This design comes from an exercise in tuning for small area on the open sky130 flow, not from production work.
Only simulation tests tie the RTL to the original design; equivalence was not proved.
Power is estimated from default activity; no workload was simulated.

### flow/config.mk
export PLATFORM = sky130hd
export DESIGN_NAME = s64_core
export DESIGN_NICKNAME = s64_core
export VERILOG_FILES = /design/flow/design.v
export SDC_FILE = /design/flow/constraint.sdc
export NUM_CORES = 4
export LEC_CHECK = 0
export CAP_MARGIN = 5
export CORE_MARGIN = 2
export CORE_UTILIZATION = 40
export CTS_CLUSTER_DIAMETER = 100
export CTS_CLUSTER_SIZE = 20
export SLEW_MARGIN = 5
### flow/standard.sh
#!/bin/bash
# synth_recipe.tcl (not shown) runs the flow's synth.tcl, then flattens the netlist and writes it again
# the make line also repeats each setting of config.mk as NAME=value (left out here)
make -C /OpenROAD-flow-scripts/flow DESIGN_CONFIG=/design/flow/config.mk WORK_HOME=/design/flow/orfs CLKGATE_MAP_FILE= SYNTH_SCRIPT=/design/flow/synth_recipe.tcl "${@:-finish}"
### flow/flow/run.sh
#!/bin/bash
# Own layout flow: the standard layout (standard.sh), with three changes.
#  - Synthesis is ORFS's synthesis exactly as synth_recipe.tcl runs it, except
#    that the combinational logic is mapped with an area-oriented ABC script
#    (flow/abc_area.script) and without the full/half-adder extraction.
#    Registers (names, count, cell types) come from the same steps as the
#    standard synthesis, which all run before ABC.
#  - Ports are buffered with sky130_fd_sc_hd__buf_1.
#  - Clock tree synthesis clusters up to 20 sinks within 100 um and inserts
#    no dummy loads.
# Each tool writes its full output to its own log under orfs/logs; make's
# output goes to flow_make.log in this folder.
set -euo pipefail
W=$(pwd)
sed 's#log_cmd abc {\*}$abc_args#log_cmd abc -script '"$W"'/flow/abc_area.script {*}$lib_args {*}$lib_dont_use_args -constr $::env(OBJECTS_DIR)/abc.constr -D 10000#' \
    "$FLOW_HOME/scripts/synth.tcl" > "$W/own_synth_body.tcl"
grep -q "flow/abc_area.script" "$W/own_synth_body.tcl"
sed 's#source $::env(SCRIPTS_DIR)/synth.tcl#source '"$W"'/own_synth_body.tcl#' \
    "$W/synth_recipe.tcl" > "$W/own_synth.tcl"
grep -q "own_synth_body.tcl" "$W/own_synth.tcl"
bash "$W/standard.sh" SYNTH_SCRIPT="$W/own_synth.tcl" ADDER_MAP_FILE= \
    BUFFER_PORTS_ARGS="-buffer_cell sky130_fd_sc_hd__buf_1" \
    CTS_ARGS="-sink_clustering_enable -repair_clock_nets -sink_clustering_size 20 -sink_clustering_max_diameter 100 -dont_use_dummy_load" \
    finish > "$W/flow_make.log" 2>&1
test -f "$W/out/final.def"
### flow/flow/abc_area.script
&get -n
&st
&dch -f
&nf -R 1000
&put
topo
stime -c
### flow/constraint.sdc
create_clock -name core_clock -period 10.0 [get_ports {clk_i}]
set_input_delay 2.0000 -clock core_clock [delete_from_list [all_inputs] [get_ports {clk_i}]]
set_output_delay 2.0000 -clock core_clock [all_outputs]
set_load 0.01 [all_outputs]
### flow/design.v
module operand_stack #(
    parameter int   W        = 64,
    parameter logic RST_ONES = 1'b0      
) (
    input  logic         clk_i,
    input  logic         rst_i,
    input  logic         push_i,
    input  logic         pop_i,
    input  logic         pop2_i,
    input  logic [W-1:0] dat_i,
    output logic [W-1:0] cell0_o,
    output logic [W-1:0] cell1_o,
    output logic [W-1:0] cell2_o,
    output logic [W-1:0] cell3_o,
    output logic [1:0]   top_o        
);
    logic [W-1:0] cells [4];
    logic [1:0]   sp;       
    logic [1:0]   dm1;      
    logic [1:0]   wp;
    assign wp     = sp + 2'd1;
    assign cell0_o = cells[0];
    assign cell1_o = cells[1];
    assign cell2_o = cells[2];
    assign cell3_o = cells[3];
    assign top_o   = sp;
    always_ff @(posedge clk_i) begin
        if (rst_i) begin
            sp  <= 2'd0;
            dm1 <= 2'd0;
        end else if (push_i) begin
            sp  <= wp;
            if (dm1 != 2'd3) dm1 <= dm1 + 2'd1;
        end else if (pop2_i) begin
            if (dm1 >= 2'd2) begin
                sp  <= sp - 2'd2;
                dm1 <= dm1 - 2'd2;
            end else if (dm1 == 2'd1) begin
                sp  <= sp - 2'd1;
                dm1 <= 2'd0;
            end
        end else if (pop_i) begin
            if (dm1 != 2'd0) begin
                sp  <= sp - 2'd1;
                dm1 <= dm1 - 2'd1;
            end
        end
    end
    for (genvar i = 0; i < 4; i++) begin : g_cell
        logic we;
        logic keep;
        assign we   = push_i && wp == 2'(i) && !rst_i;
        assign keep = !(push_i && wp == 2'(i)) && !(rst_i && i == 0);
        always_ff @(posedge clk_i) begin
            cells[i] <= ({W{we}} & dat_i) | ({W{keep}} & cells[i])
                      | ({W{rst_i && i == 0 && RST_ONES}});
        end
    end
endmodule
module data_stack #(
    parameter int W = 64
) (
    input  logic         clk_i,
    input  logic         rst_i,
    input  logic         push_i,
    input  logic         pop_i,
    input  logic         pop2_i,
    input  logic [W-1:0] dat_i,
    output logic [W-1:0] cell0_o,
    output logic [W-1:0] cell1_o,
    output logic [W-1:0] cell2_o,
    output logic [W-1:0] cell3_o,
    output logic [1:0]   top_o,       
    output logic [1:0]   below_o      
);
    logic [W-1:0] cells [4];
    logic [1:0]   sp;       
    logic [1:0]   dm1;      
    logic [1:0]   wp;
    logic [1:0]   bp;       
    assign wp        = sp + 2'd1;
    assign bp        = sp - 2'd1;
    assign cell0_o = cells[0];
    assign cell1_o = cells[1];
    assign cell2_o = cells[2];
    assign cell3_o = cells[3];
    assign top_o   = sp;
    assign below_o = (dm1 == 2'd0) ? sp : bp;
    always_ff @(posedge clk_i) begin
        if (rst_i) begin
            sp  <= 2'd0;
            dm1 <= 2'd0;
        end else if (push_i) begin
            sp  <= wp;
            if (dm1 != 2'd3) dm1 <= dm1 + 2'd1;
        end else if (pop2_i) begin
            if (dm1 >= 2'd2) begin
                sp  <= sp - 2'd2;
                dm1 <= dm1 - 2'd2;
            end else if (dm1 == 2'd1) begin
                sp  <= bp;
                dm1 <= 2'd0;
            end
        end else if (pop_i) begin
            if (dm1 != 2'd0) begin
                sp  <= bp;
                dm1 <= dm1 - 2'd1;
            end
        end
    end
    for (genvar i = 0; i < 4; i++) begin : g_cell
        logic we;
        logic keep;
        assign we   = push_i && wp == 2'(i) && !rst_i;
        assign keep = !(push_i && wp == 2'(i)) && !(rst_i && i == 0);
        always_ff @(posedge clk_i) begin
            cells[i] <= ({W{we}} & dat_i) | ({W{keep}} & cells[i]);
        end
    end
endmodule
module alu (
    input  logic [64-1:0] a_i,
    input  logic [64-1:0] b_i,
    input  logic [2:0]         op_i,
    output logic [64-1:0] res_o
);
    localparam int N = 64;
    logic         sub;       
    logic         use_c;     
    logic         sel_s;     
    logic         sel_g;     
    logic         cmp;       
    logic         flag;
    logic         lt_s;
    logic [N-1:0] bb;
    logic [N-1:0] p;
    logic [N-1:0] g;
    logic [N-1:0] gg;
    logic [N-1:0] pp;
    logic [N-1:0] s;
    logic [N:0]   c;
    assign sub   = !(op_i == 3'd0 || op_i == 3'd2 || op_i == 3'd3 || op_i == 3'd4);
    assign use_c = !(op_i == 3'd2 || op_i == 3'd3 || op_i == 3'd4);
    assign sel_s = op_i == 3'd0 || op_i == 3'd1 || op_i == 3'd2 || op_i == 3'd3;
    assign sel_g = op_i == 3'd3 || op_i == 3'd4;
    assign cmp   = op_i == 3'd5 || op_i == 3'd6 || op_i == 3'd7;
    assign bb = b_i ^ {N{sub}};
    assign p  = a_i ^ bb;
    assign g  = a_i & bb;
    always_comb begin
        gg = g;
        pp = p;
        gg[0] = gg[0] | (p[0] & sub);
        for (int k = 0; k < 6; k++)
            for (int i = 0; i < N; i++)
                if ((i + 1) % (2 << k) == 0) begin
                    gg[i] = gg[i] | (pp[i] & gg[i-(1<<k)]);
                    pp[i] = pp[i] & pp[i-(1<<k)];
                end
        for (int k = 4; k >= 0; k--)
            for (int i = 0; i < N; i++)
                if ((i + 1) % (2 << k) == (1 << k) && i >= (3 << k) - 1) begin
                    gg[i] = gg[i] | (pp[i] & gg[i-(1<<k)]);
                    pp[i] = pp[i] & pp[i-(1<<k)];
                end
    end
    assign c    = {gg, sub};
    assign s    = p ^ (c[N-1:0] & {N{use_c}});
    assign lt_s = p[N-1] ? s[N-1] : a_i[N-1];
    assign flag = (op_i == 3'd5)  ? lt_s
                : (op_i == 3'd6) ? !c[N]
                : pp[N-1];    
    assign res_o = cmp ? {{(N-1){1'b0}}, flag}
                       : (s & {N{sel_s}}) | (g & {N{sel_g}});
endmodule
module exec_unit (
    input  logic                clk_i,
    input  logic                rst_i,
    input  logic                slot_valid_i,
    input  logic [3:0]          opcode_i,
    input  logic [64-1:0]  operand_i,
    input  logic                commit_i,     
    input  logic [64-1:0]  rdata_i,
    output logic                mem_req_o,
    output logic                mem_we_o,
    output logic [61-1:0] mem_adr_o,
    output logic [64-1:0]  mem_wdat_o,
    output logic                tos_nonzero_o
);
    localparam logic [2:0] ACT_NONE  = 3'd0;
    localparam logic [2:0] ACT_LIT   = 3'd1;
    localparam logic [2:0] ACT_BIN   = 3'd2;
    localparam logic [2:0] ACT_STORE = 3'd3;
    localparam logic [2:0] ACT_LOAD  = 3'd4;
    localparam logic [2:0] ACT_DROP  = 3'd5;
    logic [64-1:0] x;
    logic [64-1:0] y;
    logic [64-1:0] z;      
    logic [64-1:0] lit;
    logic [64-1:0] alu_res;
    logic [64-1:0] c0;
    logic [64-1:0] c1;
    logic [64-1:0] c2;
    logic [64-1:0] c3;
    logic [1:0]         ds_top;
    logic [1:0]         ds_below;
    logic [2:0]         alu_op;
    logic [2:0]         act;
    logic [3:0]         sub;
    logic               ds_push;
    logic               ds_pop;
    logic               ds_pop2;
    assign sub = operand_i[3:0];
    logic op_lit8, op_lit16, op_lit32, op_stores, op_loads, op_intops, op_jumps;
    logic int_ok;
    assign op_lit8   = opcode_i == 4'd1;
    assign op_lit16  = opcode_i == 4'd2;
    assign op_lit32  = opcode_i == 4'd3;
    assign op_stores = opcode_i == 4'd4;
    assign op_loads  = opcode_i == 4'd5;
    assign op_intops = opcode_i == 4'd6;
    assign op_jumps  = opcode_i == 4'd7;
    assign int_ok    = sub == 4'd0 || sub == 4'd1 || sub == 4'd3
                    || sub == 4'd4 || sub == 4'd7 || sub == 4'd9
                    || sub == 4'd12 || sub == 4'd13;
    assign act = (op_lit8 || op_lit16 || op_lit32)        ? ACT_LIT
               : (op_stores && sub == 4'd3)            ? ACT_STORE
               : (op_loads && sub == 4'd3)             ? ACT_LOAD
               : (op_intops && int_ok)                     ? ACT_BIN
               : (op_jumps && (sub == 4'd0 || sub == 4'd1)) ? ACT_DROP
               : ACT_NONE;
    assign alu_op = (sub == 4'd1)  ? 3'd1
                  : (sub == 4'd3)  ? 3'd5
                  : (sub == 4'd4) ? 3'd6
                  : (sub == 4'd7)  ? 3'd7
                  : (sub == 4'd9)  ? 3'd2
                  : (sub == 4'd12)   ? 3'd3
                  : (sub == 4'd13)  ? 3'd4
                  : 3'd0;
    assign lit = op_lit8  ? {{(64-8){operand_i[7]}}, operand_i[7:0]}
               : op_lit16 ? {{(64-16){operand_i[15]}}, operand_i[15:0]}
               : op_lit32 ? {{(64-32){operand_i[31]}}, operand_i[31:0]}
               : '0;
    assign mem_req_o     = slot_valid_i && (act == ACT_STORE || act == ACT_LOAD);
    assign mem_we_o      = act == ACT_STORE;
    assign mem_adr_o     = z[64-1:3];
    assign mem_wdat_o    = y;
    assign tos_nonzero_o = |z;
    assign ds_push = commit_i && act == ACT_LIT;
    assign ds_pop  = commit_i && (act == ACT_BIN || act == ACT_DROP);
    assign ds_pop2 = commit_i && act == ACT_STORE;
    alu u_alu (
        .a_i  (y),
        .b_i  (z),
        .op_i (alu_op),
        .res_o(alu_res)
    );
    data_stack #(.W(64)) u_data_stack (
        .clk_i    (clk_i),
        .rst_i    (rst_i),
        .push_i   (ds_push),
        .pop_i    (ds_pop),
        .pop2_i   (ds_pop2),
        .dat_i    (x),
        .cell0_o  (c0),
        .cell1_o  (c1),
        .cell2_o  (c2),
        .cell3_o  (c3),
        .top_o    (ds_top),
        .below_o  (ds_below)
    );
    logic go;
    logic do_lit, do_bin, do_store, do_load, do_drop;
    logic [1:0] x_cell;    
    logic zs_lit, zs_alu, zs_x, zs_rd, zs_y, zs_keep;
    logic ys_z, ys_x, ys_keep;
    logic xs_y, xs_keep;
    logic [3:0] ys_c;
    logic [3:0] xs_c;
    logic [64-1:0] x_n;
    logic [64-1:0] y_n;
    logic [64-1:0] z_n;
    assign go       = commit_i && !rst_i;
    assign do_lit   = go && act == ACT_LIT;
    assign do_bin   = go && act == ACT_BIN;
    assign do_store = go && act == ACT_STORE;
    assign do_load  = go && act == ACT_LOAD;
    assign do_drop  = go && act == ACT_DROP;
    assign x_cell   = (act == ACT_STORE) ? ds_below : ds_top;
    assign zs_lit  = do_lit;
    assign zs_alu  = do_bin;
    assign zs_x    = do_store;
    assign zs_rd   = do_load;
    assign zs_y    = do_drop;
    assign zs_keep = !rst_i && !(do_lit || do_bin || do_store || do_load || do_drop);
    assign ys_z    = do_lit;
    assign ys_x    = do_bin || do_drop;
    for (genvar i = 0; i < 4; i++) begin : g_sel
        assign ys_c[i] = do_store && ds_top == 2'(i);
        assign xs_c[i] = (do_bin || do_store || do_drop) && x_cell == 2'(i);
    end
    assign ys_keep = !rst_i && !(do_lit || do_bin || do_store || do_drop);
    assign xs_y    = do_lit;
    assign xs_keep = !rst_i && !(do_lit || do_bin || do_store || do_drop);
    assign z_n = ({64{zs_lit}} & lit) | ({64{zs_alu}} & alu_res)
               | ({64{zs_x}} & x) | ({64{zs_rd}} & rdata_i)
               | ({64{zs_y}} & y) | ({64{zs_keep}} & z);
    assign y_n = ({64{ys_z}} & z) | ({64{ys_x}} & x)
               | ({64{ys_c[0]}} & c0) | ({64{ys_c[1]}} & c1)
               | ({64{ys_c[2]}} & c2) | ({64{ys_c[3]}} & c3)
               | ({64{ys_keep}} & y);
    assign x_n = ({64{xs_y}} & y)
               | ({64{xs_c[0]}} & c0) | ({64{xs_c[1]}} & c1)
               | ({64{xs_c[2]}} & c2) | ({64{xs_c[3]}} & c3)
               | ({64{xs_keep}} & x);
    always_ff @(posedge clk_i) begin
        x <= x_n;
        y <= y_n;
        z <= z_n;
    end
endmodule
module instr_sequencer (
    input  logic                clk_i,
    input  logic                rst_i,
    input  logic                ack_i,
    input  logic [64-1:0]  dat_i,
    output logic [61-1:0] adr_o,
    output logic                cyc_o,
    output logic                we_o,
    output logic                vpa_o,
    output logic [64-1:0]  dat_o,
    output logic                slot_valid_o,
    output logic [3:0]          opcode_o,
    output logic [64-1:0]  operand_o,
    output logic                commit_o,
    output logic [64-1:0]  rdata_o,
    input  logic                mem_req_i,
    input  logic                mem_we_i,
    input  logic [61-1:0] mem_adr_i,
    input  logic [64-1:0]  mem_wdat_i,
    input  logic                tos_nonzero_i
);
    logic                run;         
    logic [2:0]          slot_cnt;    
    logic [2:0]          last;        
    logic [27:0]         ops;         
    logic [64-1:0]  dr;          
    logic [61-1:0] pa;          
    logic                step;        
    logic [61-1:0] rc0;
    logic [61-1:0] rc1;
    logic [61-1:0] rc2;
    logic [61-1:0] rc3;
    logic [1:0]          ret_top;
    logic [61-1:0] pa_sum;
    logic [7:0]          pa_add;
    logic                pa_c8;
    logic [61-9:0] pa_t;
    logic [61-9:0] pa_v;
    logic [3:0]          sub;
    logic [3:0]          slot_op;
    logic                need_fetch;
    logic                fetch_cyc;
    logic                fetch_done;
    logic                jump_taken;
    logic                is_call;
    logic                is_ret;
    assign slot_op = (slot_cnt == 3'd1) ? ops[27:24]
                   : (slot_cnt == 3'd2) ? ops[23:20]
                   : (slot_cnt == 3'd3) ? ops[19:16]
                   : (slot_cnt == 3'd4) ? ops[15:12]
                   : (slot_cnt == 3'd5) ? ops[11:8]
                   : (slot_cnt == 3'd6) ? ops[7:4]
                   : ops[3:0];
    assign need_fetch = slot_cnt == 3'd0 || slot_cnt > last;
    assign fetch_cyc  = run && need_fetch;
    assign fetch_done = fetch_cyc && ack_i;
    assign slot_valid_o = run && !need_fetch;
    assign opcode_o     = slot_valid_o ? slot_op : 4'd0;
    assign operand_o    = dr;
    assign rdata_o      = dat_i;
    assign commit_o     = slot_valid_o && (!mem_req_i || ack_i);
    assign cyc_o = fetch_cyc || (slot_valid_o && mem_req_i);
    assign vpa_o = fetch_cyc;
    assign we_o  = !need_fetch && mem_we_i;
    assign adr_o = fetch_cyc ? pa_sum : mem_adr_i;
    assign dat_o = mem_wdat_i;
    assign sub = dr[3:0];
    assign is_call    = opcode_o == 4'd7 && sub == 4'd3;
    assign is_ret     = opcode_o == 4'd8;
    assign jump_taken = opcode_o == 4'd7
                     && ((sub == 4'd0 && tos_nonzero_i) || (sub == 4'd1 && !tos_nonzero_i)
                         || sub == 4'd2 || sub == 4'd3);
    assign pa_add = fetch_cyc ? {7'd0, step} : dr[11:4];
    assign {pa_c8, pa_sum[7:0]} = {1'b0, pa[7:0]} + {1'b0, pa_add};
    always_comb begin
        pa_v = pa[61-1:8];
        for (int k = 0; k < 6; k++)
            for (int i = 0; i < 61 - 8; i++)
                if ((i + 1) % (2 << k) == 0)
                    pa_v[i] = pa_v[i] & pa_v[i-(1<<k)];
        for (int k = 4; k >= 0; k--)
            for (int i = 0; i < 61 - 8; i++)
                if ((i + 1) % (2 << k) == (1 << k) && i >= (3 << k) - 1)
                    pa_v[i] = pa_v[i] & pa_v[i-(1<<k)];
    end
    assign pa_t = {pa_v[61-10:0], 1'b1} & {(61-8){pa_c8}};
    assign pa_sum[61-1:8] = pa[61-1:8] ^ pa_t;
    operand_stack #(.W(61), .RST_ONES(1'b1)) u_ret_stack (
        .clk_i (clk_i),
        .rst_i (rst_i),
        .push_i(commit_o && is_call),
        .pop_i (commit_o && is_ret),
        .pop2_i(1'b0),
        .dat_i (pa),             
        .cell0_o(rc0),
        .cell1_o(rc1),
        .cell2_o(rc2),
        .cell3_o(rc3),
        .top_o (ret_top)
    );
    logic                pa_load;     
    logic                pa_ret;
    logic                pa_keep;
    logic [61-1:0] pa_n;
    logic                dr_go;
    logic                op_len_nz;
    logic [64-1:0]  dr_n;
    assign pa_load = !rst_i && (fetch_done || (commit_o && !is_ret && jump_taken));
    assign pa_ret  = !rst_i && !fetch_done && commit_o && is_ret;
    assign pa_keep = !rst_i && !pa_load && !pa_ret;
    assign pa_n    = ({61{rst_i}} & 61'h1C00_0000_0000_0000) | ({61{pa_load}} & pa_sum)
                   | ({61{pa_ret && ret_top == 2'd0}} & rc0)
                   | ({61{pa_ret && ret_top == 2'd1}} & rc1)
                   | ({61{pa_ret && ret_top == 2'd2}} & rc2)
                   | ({61{pa_ret && ret_top == 2'd3}} & rc3)
                   | ({61{pa_keep}} & pa);
    assign dr_go = commit_o && !fetch_done;
    assign op_len_nz = opcode_o == 4'd1 || opcode_o == 4'd2 || opcode_o == 4'd3
                    || opcode_o == 4'd4 || opcode_o == 4'd5
                    || opcode_o == 4'd6 || opcode_o == 4'd7;
    assign dr_n  = ({64{fetch_done}} & dat_i)
                 | ({64{dr_go && opcode_o == 4'd1}}  & (dr >> 8))
                 | ({64{dr_go && opcode_o == 4'd2}} & (dr >> 16))
                 | ({64{dr_go && opcode_o == 4'd3}} & (dr >> 32))
                 | ({64{dr_go && (opcode_o == 4'd4 || opcode_o == 4'd5
                                       || opcode_o == 4'd6)}} & (dr >> 4))
                 | ({64{dr_go && opcode_o == 4'd7}} & (dr >> 12))
                 | ({64{!fetch_done && !(dr_go && op_len_nz)}} & dr);
    always_ff @(posedge clk_i) begin
        pa <= pa_n;
        dr <= dr_n;
    end
    always_ff @(posedge clk_i) begin
        if (rst_i) begin
            run      <= 1'b0;
            slot_cnt <= 3'd0;
            step     <= 1'b0;
        end else begin
            run <= 1'b1;
            if (fetch_done) begin
                step     <= 1'b1;
                slot_cnt <= 3'd1;
            end else if (commit_o) begin
                if (is_ret) begin
                    step     <= 1'b1;
                    slot_cnt <= 3'd0;
                end else if (jump_taken) begin
                    step     <= 1'b0;
                    slot_cnt <= 3'd0;
                end else begin
                    slot_cnt <= slot_cnt + 3'd1;
                end
            end
        end
    end
    always_ff @(posedge clk_i) begin
        if (fetch_done) begin
            last <= dat_i[64-1] ? 3'd7 : dat_i[64-2 -: 3];
            ops  <= dat_i[64-5 -: 28];
        end
    end
endmodule
module s64_core (
    input  logic                clk_i,
    input  logic                rst_i,
    input  logic                ack_i,
    input  logic [64-1:0]  dat_i,
    output logic [61-1:0] adr_o,
    output logic                cyc_o,
    output logic                we_o,
    output logic                vpa_o,
    output logic [64-1:0]  dat_o
);
    logic                slot_valid;
    logic [3:0]          opcode;
    logic [64-1:0]  operand;
    logic                commit;
    logic [64-1:0]  rdata;
    logic                mem_req;
    logic                mem_we;
    logic [61-1:0] mem_adr;
    logic [64-1:0]  mem_wdat;
    logic                tos_nonzero;
    instr_sequencer u_seq (
        .clk_i        (clk_i),
        .rst_i        (rst_i),
        .ack_i        (ack_i),
        .dat_i        (dat_i),
        .adr_o        (adr_o),
        .cyc_o        (cyc_o),
        .we_o         (we_o),
        .vpa_o        (vpa_o),
        .dat_o        (dat_o),
        .slot_valid_o (slot_valid),
        .opcode_o     (opcode),
        .operand_o    (operand),
        .commit_o     (commit),
        .rdata_o      (rdata),
        .mem_req_i    (mem_req),
        .mem_we_i     (mem_we),
        .mem_adr_i    (mem_adr),
        .mem_wdat_i   (mem_wdat),
        .tos_nonzero_i(tos_nonzero)
    );
    exec_unit u_exec (
        .clk_i        (clk_i),
        .rst_i        (rst_i),
        .slot_valid_i (slot_valid),
        .opcode_i     (opcode),
        .operand_i    (operand),
        .commit_i     (commit),
        .rdata_i      (rdata),
        .mem_req_o    (mem_req),
        .mem_we_o     (mem_we),
        .mem_adr_o    (mem_adr),
        .mem_wdat_o   (mem_wdat),
        .tos_nonzero_o(tos_nonzero)
    );
endmodule
==> notes.md, run 1 <==
hold path depth=2; Yosys cell types=50; FFs w/ async S/R, synth=0%; Post-synth top cells=dfxtp_1 (830), nand2_1 (569), a22o_1 (453); cell accounting for the most synthesized area=dfxtp_1; post-detailed-route count of antenna-violating nets=0; post-route design area=41,340 um2; Buf/Inv on CP=2; CP endpoint kind=output pin; 1st-pass router iterations=13; NetSw=0.002415 W; CP max FO=6; PortBufs=194; Die Span Y=308.3 um; sequential-to-total area share from yosys stat=47.39%; area of the core=91,660 um2; Reg2Reg Depth=23; Comb pwr share=20.1%; Hold WC Path Type=flop to flop; Slew HR=15.92%; Clk pin slew, worst setup/hold paths=0.09 ns; hold slack=0.4609 ns; fill cell count=8,869; hpwl dp=91,370 um; number of buffers created by CTS=49; total power=0.007381 W; Final WS setup=0.7967 ns; internal power=0.004966 W; Worst R2R Setup Slack=2.55 ns; CTS tree=yes; Post-synth EDFFs=31; via-per-instance ratio=6.940; share of cells above drive strength 1=4.274%; Synth area leaders=dfxtp_1 (45%), a222oi_1 (11%), a22o_1 (11%); Most Used Layer, Global Route=met2; routed vias=36,500; Final Critical Period=9.203 ns; power per standard cell area=178.6 nW/um2; Layout area overhead=11.64%; Mapped Area=37,030 um2; origin of the worst min-delay path=u_seq.u_ret_stack.cells[0][33]; final worst clock skew=0.05512 ns; max incr delay on CP=0.43 ns; M1 GR Usage=41.68%; Clock Latency Late Sink=0.64 ns; main flop type after synthesis=dfxtp_1; drt first-iter violations=6,961; Ys Warns=7; routed wire length=150,400 um; RR Startpoint=u_seq.dr[2]; setup_tns=0 ns; Least-Margin Pin Slew=1.248 ns; mux cell area share after synthesis=0.1892%; vias in the first global route=34,036; DRC=0; Switching Fraction=32.72%; Hold Fails Final Rpt=0; CTS Hold Bufs=0; most frequent cell after synthesis=dfxtp_1; setup bufs post-CTS=0; Placement Cell Area=40,090 um2; # rows=111; I/O pins=195; Synth Area in XOR/XNOR=5.464%; Crit Path Category=flop to output pin; Sequential Power Share=52.3%; Avg Cell Area, Syn=9.856 um2; Overall Global Routing Usage=30.41%; Synth Register Bits=861; CP startpoint kind=flop; complex-gate fraction of the synthesized area=33.50%; Achievable Freq=108.7 MHz; maxcap violations=0; Top cell by count, worst path=nand3_1; width of the die=308.3 um; die area=95,020 um2; CTS H-tree lvls=2; Num Clock Sinks=861; Synth top area share=44.87%; outcome=complete, no violations; delay-heaviest family, CP=simple AND/OR/NAND/NOR gates; initial core utilization=40.40%; Slew Limit Fails=0; RSZ-0062 raised after global routing=no; Setup Slack @ Placement=0.9134 ns; CP Data Required Time=8.00 ns; largest family of logic cells by synthesized area=compound AO/OA/AOI/OAI gates; Post-Synth Simple-Gate Area=13.06%; syn_nets=3,824; gr ovfl total=0; first-pass GRT wire length=223,200 um; VDD IR max=116.9 uV; DR WL/cell=28.60 um; WP data arrival=7.20 ns; clock network power share=27.6%; Synth Instances=3,757; Critical path origin=u_seq.slot_cnt[1]; Post-Synth Adder-Cell Area=0.1352%; Final Cycle Share=92.03%; met3 usage=5.188%; r2r endpoint=u_exec.z[0]; root buffer cell=clkbuf_16; initial antenna violation count=2; Critical-path top delay cell=dfxtp_1; capture point of the worst path=adr_o[60]; Global Route met2 Usage=46.06%; RePlAce Congestion=0.9104; Final setup violation count=0; WP depth=29; clk buf depth=3; largest net degree at the start of global routing=99; Final #Nets=4,140; leak pwr=14.67 nW
[through the flow]
step,cells,utilization [%]
after floorplan,3757,-
after global placement,5208,43.74
after detailed placement,5208,43.74
after CTS,5257,45.08
after global routing,5258,45.10
final,5259,45.10
[placed cells by master, fill, tap and decap left out, types with 7 or more instances in the layout]
master     instances
nand2_1          565
o22ai_1           43
a221o_1           19
a21o_1            10
a22o_1           453
a22oi_1          110
or2_0              8
edfxtp_1          31
nor2_4             8
nor4_1            17
xor2_1            97
xnor2_1          134
dfxtp_1          829
nand3_1          201
clkbuf_16         49
nor2_1           124
a222oi_1         422
a31oi_1           19
clkinv_1          26
o211ai_1           8
and3_1            34
buf_4             70
a211oi_1           7
o22a_1            61
a221oi_1          15
nand4_1           28
a21oi_1          138
and2_0            22
nor2b_1           14
buf_1            193
o21ai_0          174
nor3_1            22
o21a_1            10
mux2i_1            7
[sequential cells by signal (all words and copies together), names as in the netlist, 2 cells and up]
| signal | count |
|---|---|
| u_seq.dr | 64 |
| u_exec.u_data_stack.sp | 2 |
| u_seq.pa | 61 |
| u_seq.last | 3 |
| u_exec.u_data_stack.cells | 256 |
| u_seq.u_ret_stack.sp | 2 |
| u_seq.slot_cnt | 3 |
| u_exec.z | 64 |
| u_seq.u_ret_stack.dm1 | 2 |
| u_exec.x | 64 |
| u_seq.ops | 28 |
| u_exec.y | 64 |
| u_exec.u_data_stack.dm1 | 2 |
| u_seq.u_ret_stack.cells | 244 |
[power groups by stage]
stage	Sequential (W)	Combinational, W	Clock [W]
final	0.00386	0.00148	0.00204
after global placement	0.00392	0.00144	0
after floorplan	0.00380	0.00110	0
after global routing	0.00387	0.00161	0.00218
after detailed placement	0.00392	0.00145	0
after CTS	0.00384	0.00146	0.00206
[final cells by class]
cell class	count	area [um2]	area share [%]
multi-input cells	2869	19700	47.65
flip-flops and latches	861	17550	42.45
well taps	1186	1484	3.589
repair buffers	265	1275	3.084
clock buffers	49	1226	2.966
inverters	27	103.9	0.2512
diodes	2	5.005	0.01211
[worst min-delay path, cell delays in order, from the launching register on]
cell     delay (ns)
dfxtp_1        0.34
nand2_1        0.05
nand3_1        0.05
[worst min path at each step]
stage | endpoint | slack [ns]
2_1_floorplan | u_seq.pa[12] | 0.43
5_1_grt | u_seq.pa[22] | 0.49
3_5_place_dp | u_seq.pa[19] | 0.44
6_report | u_seq.pa[33] | 0.46
3_3_place_gp | u_seq.pa[38] | 0.43
4_1_cts | u_seq.pa[19] | 0.46
[repair_timing]
action | 4_1_cts | 5_1_grt
endpoints found under the setup margin | 0 | 8
hold endpoints to repair | 0 | 0
gates resized for setup | 0 | 9
[routing by layer]
layer	vias to the layer above	routed length (um)
li1	16065	-
met1	17892	61870
met2	2234	65670
met3	307	15010
met4	2	7836
met5	-	13
[kinds of logic after synthesis]
kind of cell	Yosys count
XOR/XNOR	231
AND/OR/NAND/NOR	1097
multiplexers	7
AO/OA/AOI/OAI	1529
flip-flops	861
buffers and inverters	27
adder cells (fa/ha/maj)	5
==> run 2, diff against run 1 <==
--- a/flow/config.mk
+++ b/flow/config.mk
@@ -6,8 +6,8 @@
 export NUM_CORES = 4
 export LEC_CHECK = 0
-export CAP_MARGIN = 5
+export CAP_MARGIN = 20
 export CORE_MARGIN = 2
 export CORE_UTILIZATION = 40
 export CTS_CLUSTER_DIAMETER = 100
 export CTS_CLUSTER_SIZE = 20
-export SLEW_MARGIN = 5
+export SLEW_MARGIN = 20
==> notes.md, run 2 <==
VDD IR max=116.3 uV (-0.55%); setup_tns=0 ns (unchanged); share of cells above drive strength 1=4.298% (+0.024 points); die area=95,020 um2 (unchanged); Largest register FFs=256 (unchanged); Slew HR=19.53% (+3.6 points); DRC=0 (unchanged); hold path depth=2 (unchanged); most frequent cells in the layout=dfxtp_1 (829), nand2_1 (565), a22o_1 (453); Clock Latency Late Sink=0.64 ns (about the same); CP startpoint kind=flop; Overall Global Routing Usage=30.41% (unchanged); Hold Fails Final Rpt=0 (unchanged); number of buffers created by CTS=49 (unchanged); post-detailed-route count of antenna-violating nets=0 (unchanged); Die Span Y=308.3 um (unchanged); RePlAce Congestion=0.9104 (unchanged); outcome=complete, no violations; Final #Nets=4,141 (+0.024%); Ys Warns=7 (unchanged); first-pass GRT wire length=223,200 um (unchanged); Yosys cell types=50 (unchanged); clock network power share=27.6% (about the same); total power=0.007385 W (about the same); final worst clock skew=0.05273 ns (-0.002398 ns); via-per-instance ratio=6.911 (-0.42%); Final Cycle Share=92.22% (+0.19 points); vias in the first global route=34,036 (unchanged); Switching Fraction=32.72% (about the same); CP endpoint kind=output pin; Post-synth top cells=dfxtp_1 (830), nand2_1 (569), a22o_1 (453); leak pwr=14.69 nW (about the same); max incr delay on CP=0.43 ns (about the same); 1st-pass router iterations=13 (unchanged); root buffer cell=clkbuf_16; initial core utilization=40.40% (unchanged); main flop type after synthesis=dfxtp_1; most common cell after layout, fill and taps aside=dfxtp_1; Layout area overhead=11.71% (about the same); post-layout util=45.13% (about the same); maxcap violations=0 (unchanged); Critical-path top delay cell=dfxtp_1; sequential-to-total area share from yosys stat=47.39% (unchanged); internal power=0.004969 W (about the same); Final Critical Period=9.222 ns (+0.01896 ns); Least-Margin Pin Slew=1.207 ns (-0.04103 ns); Achievable Freq=108.4 MHz (-0.21%); M1 GR Usage=41.68% (unchanged); most frequent cell after synthesis=dfxtp_1; Clk pin slew, worst setup/hold paths=0.09 ns (about the same); top flop regs=u_exec.u_data_stack.cells (256), u_seq.u_ret_stack.cells (244); initial antenna violation count=2 (unchanged); Sequential Power Share=52.3% (about the same); Synth top area share=44.87% (unchanged); Most Used Layer, Global Route=met2; Reg2Reg Depth=23 (unchanged); Top cell by count, worst path=nand3_1; fill cell count=8,866 (-0.034%); NetSw=0.002416 W (about the same); Final setup violation count=0 (unchanged); Placed Instances=5,208 (unchanged); # rows=111 (unchanged); DR WL/cell=28.57 um (-0.11%); area of the core=91,660 um2 (unchanged); routed vias=36,347 (-0.42%); power per standard cell area=178.5 nW/um2 (about the same); CP max FO=6 (unchanged); Mapped Area=37,030 um2 (unchanged); PortBufs=194 (unchanged); Post-synth EDFFs=31 (unchanged); Worst R2R Setup Slack=2.50 ns (-0.05 ns); RSZ-0062 raised after global routing=no; hold slack=0.4605 ns (-0.0004490 ns); CTS H-tree lvls=2 (unchanged); most flop-heavy register=u_exec.u_data_stack.cells; hpwl dp=91,370 um (unchanged); Global Route met2 Usage=46.06% (unchanged); Synth Instances=3,757 (unchanged); I/O pins=195 (unchanged); largest net degree at the start of global routing=99 (unchanged); WP data arrival=7.22 ns (+0.02 ns); FFs w/ async S/R, synth=0% (unchanged); drt first-iter violations=7,002 (+0.59%); CP Data Required Time=8.00 ns (about the same); routed wire length=150,200 um (-0.11%); Post-Layout Cell Count=5,259 (unchanged); width of the die=308.3 um (unchanged); syn_nets=3,824 (unchanged); Comb pwr share=20.1% (about the same); Synth area leaders=dfxtp_1 (45%), a222oi_1 (11%), a22o_1 (11%); cell accounting for the most synthesized area=dfxtp_1; met3 usage=5.188% (unchanged); clk buf depth=3 (unchanged); Num Clock Sinks=861 (unchanged); Hold WC Path Type=flop to flop; CTS tree=yes; Avg Cell Area, Syn=9.856 um2 (unchanged); Crit Path Category=flop to output pin; gr ovfl total=0 (unchanged); Synth Register Bits=861 (unchanged); Slew Limit Fails=0 (unchanged)
## run 2: area by class of cell
type	instances	area, um2	share of cell area, %
clock buffer	49	1226	2.964
tap	1186	1484	3.587
multi-input combinational	2869	19700	47.62
inverter	27	103.9	0.2511
timing repair buffer	266	1303	3.149
antenna	1	2.502	0.006049
sequential	861	17550	42.42
## run 2: timing repair
action	4_1_cts	5_1_grt
setup endpoints to repair	0	8
gates resized for setup	0	9
hold buffers	0	0
buffers inserted	0	0
## run 2: power groups by stage
stage	clock (W)	combinational, W	sequential (W)
5_1_grt	0.00218	0.00162	0.00387
3_5_place_dp	0	0.00145	0.00392
4_1_cts	0.00206	0.00146	0.00384
2_1_floorplan	0	0.00110	0.00380
3_3_place_gp	0	0.00144	0.00392
6_report	0.00204	0.00149	0.00386
## run 2: kinds of logic after synthesis
group	count (synthesis)	synth area share, %
flip-flops	861	47.39
multiplexers	7	0.1892
AO/OA/AOI/OAI	1529	33.50
buffers and inverters	27	0.2737
adder cells (fa/ha/maj)	5	0.1352
AND/OR/NAND/NOR	1097	13.06
XOR/XNOR	231	5.464
## run 2: critical path: cells and delay by family, from the launching register on
family / cells / cell delay, ns
xor+xnor: 1 / 0.17
flops: 1 / 0.43
compound gates: 7 / 1.47
fa+ha+maj: 2 / 0.78
simple gates: 16 / 3.28
buf+inv: 2 / 0.31
mux: 1 / 0.16
## run 2: path summary, 6_finish.rpt
| check | startpoint | to |
|---|---|---|
| worst max-delay path | u_seq.slot_cnt[1] | adr_o[60] |
| worst min-delay path | u_seq.u_ret_stack.cells[0][33] | u_seq.pa[33] |
| worst max register to register | u_seq.dr[2] | u_exec.z[0] |
| worst min register to register | u_seq.u_ret_stack.cells[0][33] | u_seq.pa[33] |
## run 2: metrics by stage
step                worst slack [ns]  cell area, um2
global placement              0.9509           40090
global route                 0.02447           41370
CTS                           0.1511           41320
finish                        0.7777           41370
floorplan                     -3.987           37080
detailed placement            0.9134           40090
## run 2: layer usage
metal	vias to the layer above	routed length, um
li1	16057	-
met1	17747	61490
met2	2248	65600
met3	293	15450
met4	2	7661
met5	-	13
==> run 3, diff against run 2 <==
--- a/flow/flow/run.sh
+++ b/flow/flow/run.sh
@@ -7,5 +7,5 @@
 #    standard synthesis, which all run before ABC.
 #  - Ports are buffered with sky130_fd_sc_hd__buf_1.
-#  - Clock tree synthesis clusters up to 20 sinks within 100 um and inserts
+#  - Clock tree synthesis clusters up to 26 sinks within 100 um and inserts
 #    no dummy loads.
 # Each tool writes its full output to its own log under orfs/logs; make's
@@ -21,5 +21,5 @@
 bash "$W/standard.sh" SYNTH_SCRIPT="$W/own_synth.tcl" ADDER_MAP_FILE= \
     BUFFER_PORTS_ARGS="-buffer_cell sky130_fd_sc_hd__buf_1" \
-    CTS_ARGS="-sink_clustering_enable -repair_clock_nets -sink_clustering_size 20 -sink_clustering_max_diameter 100 -dont_use_dummy_load" \
+    CTS_ARGS="-sink_clustering_enable -repair_clock_nets -sink_clustering_size 26 -sink_clustering_max_diameter 100 -dont_use_dummy_load" \
     finish > "$W/flow_make.log" 2>&1
 test -f "$W/out/final.def"
--- a/flow/config.mk
+++ b/flow/config.mk
@@ -10,4 +10,4 @@
 export CORE_UTILIZATION = 40
 export CTS_CLUSTER_DIAMETER = 100
-export CTS_CLUSTER_SIZE = 20
+export CTS_CLUSTER_SIZE = 26
 export SLEW_MARGIN = 20
==> notes.md, run 3 <==
outcome=complete, no violations; syn_nets=3,824 (unchanged); DRC=0 (unchanged); CP max FO=6 (unchanged); Overall Global Routing Usage=30.38% (-0.033 points); Hold WC Path Type=flop to flop; # rows=111 (unchanged); gr ovfl total=0 (unchanged); DR WL/cell=28.59 um (about the same); Synth Register Bits=861 (unchanged); Slew Limit Fails=0 (unchanged); die area=95,020 um2 (unchanged); Achievable Freq=108.7 MHz (+0.20%); Synth Instances=3,757 (unchanged); internal power=0.004806 W (-3.3%); top flop regs=u_exec.u_data_stack.cells (256), u_seq.u_ret_stack.cells (244); number of buffers created by CTS=39 (-20%); max incr delay on CP=0.42 ns (about the same); most common cell after layout, fill and taps aside=dfxtp_1; Clk pin slew, worst setup/hold paths=0.12 ns (+0.03 ns); RePlAce Congestion=0.9104 (unchanged); Synth area leaders=dfxtp_1 (45%), a222oi_1 (11%), a22o_1 (11%); Slew HR=20.88% (+1.3 points); most frequent cell after synthesis=dfxtp_1; Post-CTS Resized=0 (unchanged); routed vias=36,313 (-0.094%); CTS H-tree lvls=2 (unchanged); Post-synth EDFFs=31 (unchanged); Final Cycle Share=92.03% (-0.19 points); area of the core=91,660 um2 (unchanged); I/O pins=195 (unchanged); Switching Fraction=33.09% (+0.38 points); CTS tree=yes; share of cells above drive strength 1=4.086% (-0.21 points); width of the die=308.3 um (unchanged); Crit Path Category=flop to output pin; cell accounting for the most synthesized area=dfxtp_1; hpwl dp=91,370 um (unchanged); fill cell count=8,900 (+0.38%); Avg Cell Area, Syn=9.856 um2 (unchanged); Clock Latency Late Sink=0.64 ns (about the same); Die Span Y=308.3 um (unchanged); CTS Hold Bufs=0 (unchanged); Critical-path top delay cell=dfxtp_1; drt first-iter violations=7,067 (+0.93%); Post-synth top cells=dfxtp_1 (830), nand2_1 (569), a22o_1 (453); sequential-to-total area share from yosys stat=47.39% (unchanged); Post-Synth Adder-Cell Area=0.1352% (unchanged); NetSw=0.002377 W (-1.6%); Synth top area share=44.87% (unchanged); CP startpoint kind=flop; Sequential Power Share=53.7% (+1.4 points); Final setup violation count=0 (unchanged); Largest register FFs=256 (unchanged); largest family of logic cells by synthesized area=compound AO/OA/AOI/OAI gates; main flop type after synthesis=dfxtp_1; WP data arrival=7.20 ns (-0.02 ns); root buffer cell=clkbuf_16; RSZ-0062 raised after global routing=no; FFs w/ async S/R, synth=0% (unchanged); initial antenna violation count=3 (+1); Buf/Inv on CP=2 (unchanged); Ys Warns=7 (unchanged); Num Clock Sinks=861 (unchanged); Least-Margin Pin Slew=1.187 ns (-0.02014 ns); via-per-instance ratio=6.915 (about the same); Placement Cell Area=40,090 um2 (unchanged); Yosys cell types=50 (unchanged); initial core utilization=40.40% (unchanged); VDD IR max=112.0 uV (-3.7%); largest net degree at the start of global routing=99 (unchanged); Mapped Area=37,030 um2 (unchanged); Final Critical Period=9.203 ns (-0.01886 ns); Final #Nets=4,132 (-0.22%); clk buf depth=3 (unchanged); Top cell by count, worst path=nand3_1; Layout area overhead=11.10%; delay-heaviest family, CP=simple AND/OR/NAND/NOR gates; first-pass GRT wire length=223,000 um (-0.11%); post-route design area=41,140 um2 (-0.54%); origin of the worst min-delay path=u_seq.u_ret_stack.cells[0][33]; leak pwr=14.57 nW (-0.77%); Hold Fails Final Rpt=0 (unchanged); PortBufs=194 (unchanged); 1st-pass router iterations=11 (-2); complex-gate fraction of the synthesized area=33.50% (unchanged); Synth Area in XOR/XNOR=5.464% (unchanged); CP Data Required Time=8.00 ns (about the same); setup_tns=0 ns (unchanged); setup bufs post-CTS=0 (unchanged); most flop-heavy register=u_exec.u_data_stack.cells; Post-Layout Cell Count=5,251 (-0.15%); Post-Synth Simple-Gate Area=13.06% (unchanged); Placed Instances=5,208 (unchanged); most frequent cells in the layout=dfxtp_1 (829), nand2_1 (565), a22o_1 (453); RR Startpoint=u_seq.dr[2]; final worst clock skew=0.05193 ns (-0.0007922 ns); routed wire length=150,100 um (about the same); mux cell area share after synthesis=0.1892% (unchanged); vias in the first global route=33,972 (-0.19%); post-detailed-route count of antenna-violating nets=0 (unchanged); power per standard cell area=174.6 nW/um2 (-2.2%); CP endpoint kind=output pin; Comb pwr share=20.7% (+0.6 points); clock network power share=25.6% (-2.0 points); maxcap violations=0 (unchanged); Critical path origin=u_seq.slot_cnt[1]
-- run 3: changes by cell type in the layout (fill, tap and decap cells not counted), sizes merged --
cell    delta
clkbuf    -10
buf        +1
diode      +1
-- run 3: per-layer routing --
layer / global-route usage [%] / routed length (um) / up-vias
met4: 14.99 / 7574 / 2
met2: 46.17 / 65700 / 2204
met1: 41.53 / 61370 / 17788
met3: 5.291 / 15450 / 281
met5: 0 / 13 / -
li1: - / - / 16038
-- run 3: through the flow --
step / util (%) / hold WS [ns] / total power [W] / setup slack, ns
floorplan: - / 0.4262 / 0.004899 / -3.987
global placement: 43.74 / 0.4336 / 0.005359 / 0.9509
detailed placement: 43.74 / 0.4387 / 0.005371 / 0.9134
CTS: 44.80 / 0.4657 / 0.007166 / 0.1650
global route: 44.88 / 0.4892 / 0.007461 / 0.03534
finish: 44.88 / 0.4633 / 0.007183 / 0.7966
-- run 3: cells by family after synthesis --
logic type / after synthesis
AO/OA/AOI/OAI: 1529
multiplexers: 7
buffers and inverters: 27
adder cells (fa/ha/maj): 5
AND/OR/NAND/NOR: 1097
XOR/XNOR: 231
flip-flops: 861
-- run 3: power groups by stage --
stage	combinational [W]	sequential [W]	clock [W]
final	0.00149	0.00386	0.00184
after detailed placement	0.00145	0.00392	0
after global routing	0.00162	0.00387	0.00197
after floorplan	0.00110	0.00380	0
after global placement	0.00144	0.00392	0
after CTS	0.00146	0.00384	0.00186
-- run 3: area by class of cell --
type / instances / area [um2] / share of cell area (%)
clock buffers: 39 / 975.9 / 2.372
repair buffers: 267 / 1325 / 3.221
diodes: 2 / 5.005 / 0.01217
well taps: 1186 / 1484 / 3.607
inverters: 27 / 103.9 / 0.2524
multi-input cells: 2869 / 19700 / 47.88
flip-flops and latches: 861 / 17550 / 42.65
-- run 3: final timing paths --
kind	endpoint	slack [ns]	cells past startpoint
max	adr_o[60]	0.80	29
min	u_seq.pa[33]	0.46	2
max reg2reg	u_exec.z[61]	2.56	23
min reg2reg	u_seq.pa[33]	0.46	2
-- run 3: worst min-delay path, cell delays in order (launching register included) --
cell,delay (ns)
dfxtp_1,0.32
nand2_1,0.05
nand3_1,0.05
==> run 4, diff against run 3 <==
--- a/flow/flow/run.sh
+++ b/flow/flow/run.sh
@@ -7,5 +7,5 @@
 #    standard synthesis, which all run before ABC.
 #  - Ports are buffered with sky130_fd_sc_hd__buf_1.
-#  - Clock tree synthesis clusters up to 26 sinks within 100 um and inserts
+#  - Clock tree synthesis clusters up to 24 sinks within 100 um and inserts
 #    no dummy loads.
 # Each tool writes its full output to its own log under orfs/logs; make's
@@ -21,5 +21,5 @@
 bash "$W/standard.sh" SYNTH_SCRIPT="$W/own_synth.tcl" ADDER_MAP_FILE= \
     BUFFER_PORTS_ARGS="-buffer_cell sky130_fd_sc_hd__buf_1" \
-    CTS_ARGS="-sink_clustering_enable -repair_clock_nets -sink_clustering_size 26 -sink_clustering_max_diameter 100 -dont_use_dummy_load" \
+    CTS_ARGS="-sink_clustering_enable -repair_clock_nets -sink_clustering_size 24 -sink_clustering_max_diameter 100 -dont_use_dummy_load" \
     finish > "$W/flow_make.log" 2>&1
 test -f "$W/out/final.def"
--- a/flow/config.mk
+++ b/flow/config.mk
@@ -10,4 +10,4 @@
 export CORE_UTILIZATION = 40
 export CTS_CLUSTER_DIAMETER = 100
-export CTS_CLUSTER_SIZE = 26
+export CTS_CLUSTER_SIZE = 24
 export SLEW_MARGIN = 20
==> notes.md, run 4 <==
maxcap violations=0 (unchanged); CP Data Required Time=8.00 ns (about the same); post-layout util=44.97% (+0.085 points); I/O pins=195 (unchanged); Synth top area share=44.87% (unchanged); Largest register FFs=256 (unchanged); 1st-pass router iterations=14 (+3); CTS tree=yes; largest family of logic cells by synthesized area=compound AO/OA/AOI/OAI gates; outcome=complete, no violations; RePlAce Congestion=0.9104 (unchanged); Slew HR=18.68% (-2.2 points); Least-Margin Pin Slew=1.220 ns (+0.03289 ns); complex-gate fraction of the synthesized area=33.50% (unchanged); Final setup violation count=0 (unchanged); Top cell by count, worst path=nand3_1; VDD IR max=112.5 uV (+0.53%); RSZ-0062 raised after global routing=no; hpwl dp=91,370 um (unchanged); DRC=0 (unchanged); width of the die=308.3 um (unchanged); post-route design area=41,220 um2 (+0.19%); Avg Cell Area, Syn=9.856 um2 (unchanged); CTS Hold Bufs=0 (unchanged); Clk pin slew, worst setup/hold paths=0.11 ns (about the same); CP max FO=8 (+2); CTS H-tree lvls=2 (unchanged); routed wire length=150,000 um (-0.10%); Hold WC Path Type=flop to flop; Overall Global Routing Usage=30.36% (about the same); routed vias=36,509 (+0.54%); root buffer cell=clkbuf_16; leak pwr=14.61 nW (+0.27%); initial core utilization=40.40% (unchanged); max incr delay on CP=0.47 ns (+0.05 ns); Critical-path top delay cell=dfxtp_1; Placement Cell Area=40,090 um2 (unchanged); share of cells above drive strength 1=4.156% (+0.071 points); Mapped Area=37,030 um2 (unchanged); most frequent cell after synthesis=dfxtp_1; most frequent cells in the layout=dfxtp_1 (829), nand2_1 (565), a22o_1 (453); Post-synth top cells=dfxtp_1 (830), nand2_1 (569), a22o_1 (453); PortBufs=194 (unchanged); gr ovfl total=0 (unchanged); Synth Instances=3,757 (unchanged); power per standard cell area=175.7 nW/um2 (+0.63%); syn_nets=3,824 (unchanged); Final Cycle Share=91.47% (-0.56 points); most flop-heavy register=u_exec.u_data_stack.cells; Final Critical Period=9.147 ns (-0.05620 ns); most common cell after layout, fill and taps aside=dfxtp_1; Post-Synth Simple-Gate Area=13.06% (unchanged); number of buffers created by CTS=42 (+7.7%); Ys Warns=7 (unchanged); # rows=111 (unchanged); Slew Limit Fails=0 (unchanged); cell accounting for the most synthesized area=dfxtp_1; Hold Fails Final Rpt=0 (unchanged); final worst clock skew=0.04461 ns (-0.007329 ns); main flop type after synthesis=dfxtp_1; Clock Latency Late Sink=0.62 ns (-0.02 ns); area of the core=91,660 um2 (unchanged); setup bufs post-CTS=0 (unchanged); CP startpoint kind=flop; Post-Synth Adder-Cell Area=0.1352% (unchanged); Synth Register Bits=861 (unchanged); sequential-to-total area share from yosys stat=47.39% (unchanged); post-detailed-route count of antenna-violating nets=0 (unchanged); die area=95,020 um2 (unchanged); first-pass GRT wire length=223,000 um (about the same); Achievable Freq=109.3 MHz (+0.61%); Final #Nets=4,135 (+0.073%); initial antenna violation count=2 (-1); Post-CTS Resized=0 (unchanged); vias in the first global route=34,047 (+0.22%); WP data arrival=7.15 ns (-0.05 ns); Die Span Y=308.3 um (unchanged); DR WL/cell=28.55 um (-0.14%); Post-synth EDFFs=31 (unchanged); Layout area overhead=11.31%; Num Clock Sinks=861 (unchanged); largest net degree at the start of global routing=99 (unchanged); Synth Area in XOR/XNOR=5.464% (unchanged); clk buf depth=3 (unchanged); Yosys cell types=50 (unchanged); drt first-iter violations=6,879 (-2.7%); via-per-instance ratio=6.950 (+0.50%); top flop regs=u_exec.u_data_stack.cells (256), u_seq.u_ret_stack.cells (244); CP endpoint kind=output pin; mux cell area share after synthesis=0.1892% (unchanged); Synth area leaders=dfxtp_1 (45%), a222oi_1 (11%), a22o_1 (11%); Crit Path Category=flop to output pin; FFs w/ async S/R, synth=0% (unchanged)
## run 4: cell counts after synthesis
Identical to the previous run, type by type.
## run 4: critical path, delay by kind of cell (launching register included)
kind                     cells  cell delay [ns]
AO/OA/AOI/OAI                7             1.47
XOR/XNOR                     1             0.17
adder cells (fa/ha/maj)      2             0.77
buffers and inverters        1             0.17
flip-flops                   1             0.47
multiplexers                 1             0.16
AND/OR/NAND/NOR             17             3.33
## run 4: stage by stage
step	hold WS (ns)	power, W	setup WS (ns)	setup TNS (ns)	instances
floorplan	0.4262	0.004899	-3.987	-475.41	3757
CTS	0.4646	0.007221	0.1790	0	5250
global route	0.4888	0.007517	0.04478	0	5253
detailed placement	0.4387	0.005371	0.9134	0	5208
finish	0.4631	0.007242	0.8528	0	5253
global placement	0.4336	0.005359	0.9509	0	5208
## run 4: final timing paths
check / slack, ns / end / startpoint / depth (start not counted)
setup / recovery: 0.85 / adr_o[60] / u_seq.slot_cnt[0] / 29
hold / removal: 0.46 / u_seq.pa[33] / u_seq.u_ret_stack.cells[0][33] / 2
setup reg to reg: 2.53 / u_exec.z[0] / u_seq.dr[2] / 23
hold reg to reg: 0.46 / u_seq.pa[33] / u_seq.u_ret_stack.cells[0][33] / 2
## run 4: layer usage
layer  global-route usage [%]  wire length, um
met4                    15.81             7847
met1                    41.55            61250
met5                        0               13
met2                    45.86            65340
met3                    5.092            15500
## run 4: cell families after synthesis
| logic type | Yosys count |
|---|---|
| compound gates | 1529 |
| simple gates | 1097 |
| xor+xnor | 231 |
| buf+inv | 27 |
| fa+ha+maj | 5 |
| flops | 861 |
| mux | 7 |
## run 4: final cells by class
class,count,area [um2]
fillers,8888,50440
multi-input cells,2869,19700
flip-flops and latches,861,17550
well taps,1186,1484
repair buffers,267,1330
clock buffers,42,1051
inverters,27,103.9
diodes,1,2.502
## run 4: power by group
part           total (W)  switching [W]  internal (W)  leakage, nW
registers        0.00386       0.000280       0.00358         7.00
clock network    0.00189        0.00114      0.000755        0.518
logic            0.00149       0.000968      0.000522         7.09

## port drivers added, routing unchanged
How much do the figures lean on ideal ports? The routed layouts below were timed once more, with nothing changed but the port constraints. Step 1 sets driving cells, clkbuf_16 on the clock port and buf_2 on the other inputs (assumed; they add their load-dependent delay and slew). Step 2 moves the port delays by t, midway between the first and last clock arrival at a register: inputs arrive t later, outputs are due t later. That takes back most of the time a late clock gives input paths. a / b / c = ideal / step 1 / step 2; a / b = the first two.
run	t, ns	slack for setup (ns)	worst hold slack (ns)
run 1	0.686	0.797 / 0.723 / 1.410	0.461 / 0.461 / 0.461
run 2	0.689	0.778 / 0.704 / 1.393	0.460 / 0.460 / 0.460
run 3	0.685	0.797 / 0.724 / 1.409	0.463 / 0.463 / 0.463
run 4	0.677	0.853 / 0.780 / 1.457	0.463 / 0.463 / 0.463
After both steps every run listed still meets setup and hold.
